Context: an optimization exercise on an open-source flow, tuned for small area, a short achievable clock period and few clock cycles. The choices shown serve that exercise and are no tape-out recipe. Where RTL was checked, it was by simulation tests only, not by an equivalence proof against the original. Power and IR drop assume default switching activity.

==> wip/fjord: inputs <==
## k_nearest_point_select
module k_nearest_point_select (
  input  logic        clk,
  input  logic        rst_n,
  input  logic        cfg_wr_en,
  input  logic [1:0]  cfg_index,
  input  logic [23:0] cfg_data,
  input  logic        in_valid,
  output logic        in_ready,
  input  logic [23:0] in_point_x,
  input  logic [23:0] in_point_y,
  input  logic [23:0] in_point_z,
  input  logic        in_set_end,
  output logic        out_valid,
  input  logic        out_ready,
  output logic [4:0]  out_target_index,
  output logic        out_list_end,
  output logic        out_dropped
);
Settings: LEC_CHECK=0, CAP_MARGIN=20, CORE_MARGIN=2, CORE_UTILIZATION=50, CTS_CLUSTER_DIAMETER=85, CTS_CLUSTER_SIZE=24, SETUP_SLACK_MARGIN=5.0, SLEW_MARGIN=20; clock period 9.0 ns.
run.sh (not shown) runs the stock make flow with config.mk's settings and CLKGATE_MAP_FILE= SYNTH_SCRIPT=/design/flow/synth_recipe.tcl, a recipe that flattens the netlist after the stock synthesis.
==> wip/ember: changes against wip/fjord <==
--- a/flow/config.mk
+++ b/flow/config.mk
@@ -7,7 +7,7 @@
 export LEC_CHECK = 0
 export CAP_MARGIN = 20
 export CORE_MARGIN = 2
-export CORE_UTILIZATION = 50
+export CORE_UTILIZATION = 62
 export CTS_CLUSTER_DIAMETER = 85
 export CTS_CLUSTER_SIZE = 24
 export SETUP_SLACK_MARGIN = 5.0
==> comparison table <==
Total power divided by cell area: wip/ember 346 nW/µm²; wip/fjord 331 nW/µm²
Final period util: wip/ember 44.2%; wip/fjord 44.6%
Buffering overhead: wip/ember 1.85%; wip/fjord 1.70%
Critical path destination: wip/ember u_dist.r1_q[109]$_DFF_P_; wip/fjord oidx_r[4]$_DFFE_PP_
Worst vdd rail ir drop: wip/ember 0.327 mV; wip/fjord 0.305 mV
Detail-routed net length per standard cell: wip/ember 22.5 µm; wip/fjord 20.6 µm
Ratio of cells with drive above 1 in the final layout: wip/ember 4.80%; wip/fjord 4.51%
Max stage delay on crit path: wip/ember 960 ps; wip/fjord 450 ps
Final worst clock skew: wip/ember 47.8 ps; wip/fjord 35.0 ps
Global-route met1 utilization: wip/ember 45.5%; wip/fjord 34.0%
Data arrival, critical path: wip/ember 4640 ps; wip/fjord 4550 ps
NumNets Final: wip/ember 13700; wip/fjord 13600
Power of the clock network: wip/ember 6.75 mW; wip/fjord 6.69 mW
Highest net fanout along the worst path: wip/ember 26; wip/fjord 35
Number of violations reported at the end of detailed-routing iteration 0: wip/ember 7933; wip/fjord 6342
Cell Count, Final, Fillers Out: wip/ember 15200; wip/fjord 15800
Result of the run: wip/ember timing/DRC/antenna clean; wip/fjord timing/DRC/antenna clean
Share of total power in sequential cells: wip/ember 33.6%; wip/fjord 34.3%
Switching component of the power: wip/ember 20.0 mW; wip/fjord 18.8 mW
Global Route met2 Usage: wip/ember 51.1%; wip/fjord 40.2%
Worst reg2reg endpoint: wip/ember u_dist.r1_q[109]$_DFF_P_; wip/fjord oidx_r[4]$_DFFE_PP_
Num CTS Buffers: wip/ember 134; wip/fjord 132
Testbench counts of wip/fjord, summed over its fixed seeds: cycles 10,086.
Testbench counts of wip/ember, summed over its fixed seeds: cycles 10,086.


==> inputs of run E <==
Another version of the RTL of k_nearest_point_select (not shown whole).
## k_nearest_point_select
module k_nearest_point_select (
  input  logic        clk,
  input  logic        rst_n,
  input  logic        cfg_wr_en,
  input  logic [1:0]  cfg_index,
  input  logic [23:0] cfg_data,
  input  logic        in_valid,
  output logic        in_ready,
  input  logic [23:0] in_point_x,
  input  logic [23:0] in_point_y,
  input  logic [23:0] in_point_z,
  input  logic        in_set_end,
  output logic        out_valid,
  input  logic        out_ready,
  output logic [4:0]  out_target_index,
  output logic        out_list_end,
  output logic        out_dropped
);
  logic [MT_W-1:0]    maxt_r;
  logic [COORD_W-1:0] ox_r, oy_r, oz_r;
  always_ff @(posedge clk) begin
    if (!rst_n) begin
      maxt_r <= MT_W'(1);
      ox_r   <= '0;
      oy_r   <= '0;
      oz_r   <= '0;
    end else if (cfg_wr_en) begin
      case (cfg_index)
        2'd0:    maxt_r <= cfg_data[MT_W-1:0];
        2'd1:    ox_r   <= cfg_data;
        2'd2:    oy_r   <= cfg_data;
        default: oz_r   <= cfg_data;
      endcase
    end
  end
  logic           in_ready_r;
  logic [J_W-1:0] jcnt_r;       
  logic [4:0]     ph_r;         
  logic           acc;
  assign acc      = in_valid && in_ready_r;
  assign in_ready = in_ready_r;
  logic [J_W-1:0] lim;
  logic [J_W-1:0] m_in;
  logic           ovf_in, fits_in, none_in, lsel_in;
  assign lim     = maxt_r[5] ? J_W'(NPTS) : maxt_r;
  assign ovf_in  = (jcnt_r == J_W'(NPTS));
  assign m_in    = ovf_in ? J_W'(NPTS) : jcnt_r + J_W'(1);
  assign fits_in = (m_in <= lim);
  assign none_in = !fits_in && (lim == '0);
  assign lsel_in = in_set_end && !fits_in && !none_in;
  logic [1:0]     qv_r;
  logic [1:0]     qsel_r;
  ...
==> flow/config.mk <==
export PLATFORM = sky130hd
export DESIGN_NAME = k_nearest_point_select
export DESIGN_NICKNAME = k_nearest_point_select
export VERILOG_FILES = /design/flow/design.v
export SDC_FILE = /design/flow/constraint.sdc
export NUM_CORES = 4
export LEC_CHECK = 0
export CAP_MARGIN = 20
export CORE_MARGIN = 2
export CORE_UTILIZATION = 50
export CTS_CLUSTER_DIAMETER = 85
export CTS_CLUSTER_SIZE = 24
export SETUP_SLACK_MARGIN = 5.0
export SLEW_MARGIN = 20
==> flow/constraint.sdc <==
create_clock -name core_clock -period 9.0 [get_ports {clk}]
set_input_delay 1.8000 -clock core_clock [delete_from_list [all_inputs] [get_ports {clk}]]
set_output_delay 1.8000 -clock core_clock [all_outputs]
set_load 0.01 [all_outputs]
==> inputs of run F, as changes to run E <==
--- a/flow/design.v
+++ b/flow/design.v
@@ -13,30 +13,26 @@
   input  logic                   v2,
   input  logic [J_W-1:0]         j2,
   input  logic [DIST_W-1:0]      d2,
   input  logic                   v4,
   input  logic [J_W-1:0]         j4,
   output logic [NPTS*IDX_W-1:0]  rank_n,    
   output logic [IDX_W-1:0]       base_n,
-  output logic [IDX_W-1:0]       min_n,     
-  output logic [IDX_W-1:0]       min2_n,    
-  output logic                   ismin3     
+  output logic [IDX_W-1:0]       min_n      
 );
   localparam int NC = NPTS - 1;    
   logic [DIST_W-1:0] dring [NPTS];    
-  logic [NC-1:0]     ltc_r;      
-  logic [J_W-1:0]    nv_r;       
   logic [NC-1:0]     lt_r, ge_r;
   logic [IDX_W-1:0]  rk [NPTS];
   logic [3:0]        pc_r [4];
   logic [IDX_W-1:0]  pcs;
   logic [IDX_W-1:0]  base_r;
   logic              wr2, first4, new4;
   logic              ismin_r;
-  logic [IDX_W-1:0]  min_r, min2_r;
+  logic [IDX_W-1:0]  min_r;
   logic [IDX_W-1:0]  rk_n [NPTS];
   assign wr2    = v2 && !j2[J_W-1];
   assign new4   = v4 && !j4[J_W-1];
   assign first4 = v4 && (j4 == '0);
   always_ff @(posedge clk) begin
     dring[0] <= wr2 ? ~d2 : dring[NPTS-1];
     for (int p = 1; p < NPTS; p++) dring[p] <= dring[p-1];
@@ -57,44 +53,31 @@
           g[k] = g[2*k+1] || (!l[2*k+1] && g[2*k]);
         end
       end
       lt_c[p] = l[0];
     end
   end
   always_ff @(posedge clk) begin
-    ltc_r <= lt_c;
-    nv_r  <= wr2 ? j2 : '0;
-  end
-  always_comb begin
     for (int p = 0; p < NC; p++) begin
-      lt_r[p] = (nv_r > J_W'(p)) && ltc_r[p];
-      ge_r[p] = (nv_r > J_W'(p)) && !ltc_r[p];
+      lt_r[p] <= wr2 && (j2 > J_W'(p)) && lt_c[p];
+      ge_r[p] <= wr2 && (j2 > J_W'(p)) && !lt_c[p];
     end
   end
   always_ff @(posedge clk) begin
     for (int g = 0; g < 4; g++) begin
       logic [3:0] c;
       c = '0;
       for (int k = 8 * g; k < 8 * g + 8 && k < NC; k++) c = c + 4'(ge_r[k]);
       pc_r[g] <= c;
     end
     ismin_r <= (ge_r == '0);
   end
-  assign ismin3 = (ge_r == '0);
-  assign min_n  = (new4 && ismin_r) ? j4[IDX_W-1:0] : min_r;
-  always_comb begin
-    min2_n = min2_r;
-    if (new4) begin
-      if (ismin_r)                                                          min2_n = min_r;
-      else if (IDX_W'(pc_r[0]) + IDX_W'(pc_r[1]) + IDX_W'(pc_r[2]) + IDX_W'(pc_r[3]) == IDX_W'(1)) min2_n = j4[IDX_W-1:0];
-    end
-  end
+  assign min_n = (new4 && ismin_r) ? j4[IDX_W-1:0] : min_r;
   always_ff @(posedge clk) begin
-    min_r  <= min_n;
-    min2_r <= min2_n;
+    min_r <= min_n;
   end
   assign pcs = IDX_W'(pc_r[0]) + IDX_W'(pc_r[1]) + IDX_W'(pc_r[2]) + IDX_W'(pc_r[3]) + IDX_W'(lt_r[0]);
   always_comb begin
     for (int q = 0; q < NPTS; q++) begin
       logic [IDX_W-1:0] nx;
       if (q == 0)      nx = rk[NPTS-1] + IDX_W'(lt_r[NC-1]);
       else if (q == 1) nx = rk[0];
@@ -6004,40 +5987,34 @@
     .dy  (dy_r),
     .dz  (dz_r),
     .d   (d2)
   );
   logic [NPTS*IDX_W-1:0] rank_n;
   logic [IDX_W-1:0]      base_n;
   logic [IDX_W-1:0]      min_n;
-  logic [IDX_W-1:0]      min2_n;
-  logic                  ismin3;
   kps_rank u_rank (
     .clk   (clk),
     .rst_n (rst_n),
     .v2    (v2),
     .j2    (j2),
     .d2    (d2),
     .v4    (v4),
     .j4    (j4),
     .rank_n (rank_n),
     .base_n (base_n),
-    .min_n  (min_n),
-    .min2_n (min2_n),
-    .ismin3 (ismin3)
+    .min_n  (min_n)
   );
   logic held_r;
-  logic early, early_r;    
   always_ff @(posedge clk) begin
     if (!rst_n) begin
-      held_r  <= 1'b0;
-      early_r <= 1'b0;
-    end else begin
-      early_r <= early;
-      if (pop && qsel_r[0]) held_r <= 1'b0;
-      else if (v4 && l4 && !early_r) held_r <= 1'b1;
+      held_r <= 1'b0;
+    end else if (pop && qsel_r[0]) begin
+      held_r <= 1'b0;
+    end else if (v4 && l4) begin
+      held_r <= 1'b1;
     end
   end
   logic [NPTS*IDX_W-1:0] orank_r;
   logic                  seq_r;
   logic [J_W-1:0]        ocnt_r;    
   logic [IDX_W-1:0]      obase_r;   
   logic                  oovf_r;
@@ -6047,56 +6024,51 @@
   logic                  olast_r;
   logic                  odrop_r;
   logic             out_free, emit, emit_last, first;
   logic [IDX_W-1:0] selp, sel;
   assign out_free  = !ov_r || out_ready;
   assign emit      = busy_r && out_free;
   assign emit_last = (r_r + J_W'(1) == ocnt_r);
-  assign early     = qv_r[0] && qsel_r[0] && !held_r && v3 && l3 && !busy_r && out_free;
-  assign pop       = early ||
-                     (qv_r[0] && (qsel_r[0] ? (held_r || (v4 && l4 && !early_r)) : 1'b1) &&
-                      (!busy_r || (emit && emit_last)));
+  assign pop       = qv_r[0] && (qsel_r[0] ? (held_r || (v4 && l4)) : 1'b1) && (!busy_r || (emit && emit_last));
   assign first     = pop && !busy_r && out_free;    
   always_comb begin
     busy_n = busy_r;
     if (emit && emit_last) busy_n = 1'b0;
     if (pop) busy_n = !(first && qcnt_r[0] == J_W'(1));
   end
   always_comb begin
     selp = '0;
     for (int p = 0; p < NPTS; p++) begin
       if (orank_r[p*IDX_W +: IDX_W] == r_r[IDX_W-1:0]) selp = selp | IDX_W'(p);
     end
   end
-  assign sel = (early_r && r_r == J_W'(1)) ? min2_n : obase_r - selp;
+  assign sel = obase_r - selp;
   always_ff @(posedge clk) begin
     if (!rst_n) begin
       busy_r <= 1'b0;
       ov_r   <= 1'b0;
     end else begin
       busy_r <= busy_n;
       if (emit || first) ov_r <= 1'b1;
       else if (out_ready) ov_r <= 1'b0;
     end
   end
   always_ff @(posedge clk) begin
-    if (pop || early_r) begin
-      orank_r <= rank_n;
-      obase_r <= base_n;
-    end
     if (pop) begin
+      orank_r <= rank_n;
       seq_r   <= !qsel_r[0];
       ocnt_r  <= qcnt_r[0];
+      obase_r <= base_n;
       oovf_r  <= qovf_r[0];
       r_r     <= first ? J_W'(1) : J_W'(0);
     end else if (emit) begin
       r_r     <= r_r + J_W'(1);
     end
     if (first) begin
-      oidx_r  <= !qsel_r[0] ? '0 : early ? ((ismin3 && !j3[J_W-1]) ? j3[IDX_W-1:0] : min_n) : min_n;
+      oidx_r  <= qsel_r[0] ? min_n : '0;
       olast_r <= (qcnt_r[0] == J_W'(1));
       odrop_r <= qovf_r[0];
     end else if (emit) begin
       oidx_r  <= seq_r ? r_r[IDX_W-1:0] : sel;
       olast_r <= emit_last;
       odrop_r <= oovf_r;
     end
- CTS_CLUSTER_DIAMETER: 85 -> 90
- CTS_CLUSTER_SIZE: 24 -> 26
==> inputs of run M, as changes to run E <==
- CORE_UTILIZATION: 50 -> 62
==> comparison table <==
quantity                                                                 run F       run M       run E
# clock sinks                                                             2694        2675        2675
Initial antenna violation count                                             12          18          29
Core region area                                                    0.2544 mm²  0.2046 mm²  0.2539 mm²
Switching power as a share of total power                               42.63%      42.09%      42.71%
Portion of the post-synthesis area used by sequential elements          43.59%      43.43%      43.43%
Fraction of power consumed by sequential logic                           36.2%       36.5%       35.4%
Die outline width                                                     510.1 µm    457.7 µm    509.2 µm
Power in the clock group                                               7150 µW     6920 µW     7190 µW
Max Freq                                                             252.5 MHz   253.4 MHz   250.5 MHz
Number of optimization iterations in the first detailed-route pass           7           6           5
Final-layout clock buffer total                                            173         170         174
Non-clock buffer total of the final layout                                 272         291         290
Count of filler cells inserted in the layout                            22.55k      16.22k      22.29k
Worst hold margin                                                    0.3308 ns   0.3291 ns   0.3301 ns
Crit path required time                                                9.69 ns     9.78 ns     9.64 ns
Outcome                                               timing/DRC/antenna clean  timing/DRC/antenna clean  timing/DRC/antenna clean
Fraction of post-synthesis cell area in the top cell type by area       39.18%      39.01%      39.01%
Clock network fraction of design power                                   16.4%       15.5%       15.6%
Testbench counts of run E, summed over its fixed seeds: cycles 10,086.
Testbench counts of run M, summed over its fixed seeds: cycles 10,086.
For run F, only the layout was checked, not whether the RTL still works.

[what the ideal ports hide]
In the flow no input, the clock included, has a driving cell. The finished layouts below were timed again as built, in two steps.
Step 1, drivers: a clkbuf_16 drives clk and a buf_2 each remaining input, both assumed.
Step 2 moves the port delays by t, midway between the first and last clock arrival at a register: inputs arrive t later, outputs are due t later. That takes back most of the time a late clock gives input paths.
Three values: no drivers, after step 1, after step 2; two values: the first two.
run	t, ns	slack for setup (ns)	worst hold slack (ns)	clock arrival spread, ns	worst slew at a driven data input, ns
wip/fjord	0.911	4.990 / 4.990 / 4.125	0.324 / 0.324 / 0.324	0.042 / 0.042	0.06
wip/ember	0.894	5.023 / 4.982 / 4.088	0.316 / 0.316 / 0.316	0.051 / 0.052	0.20
run E	0.914	5.008 / 5.008 / 4.210	0.330 / 0.330 / 0.330	0.050 / 0.050	0.10
run F	0.918	5.039 / 5.039 / 4.232	0.331 / 0.331 / 0.331	0.049 / 0.048	0.14
run M	0.917	5.054 / 5.082 / 4.198	0.329 / 0.329 / 0.329	0.037 / 0.037	0.07
After both steps setup and hold are still met in every run listed. The setup slack of wip/ember, which loses most, moves by -0.041 ns with the drivers and by -0.935 ns with both steps.
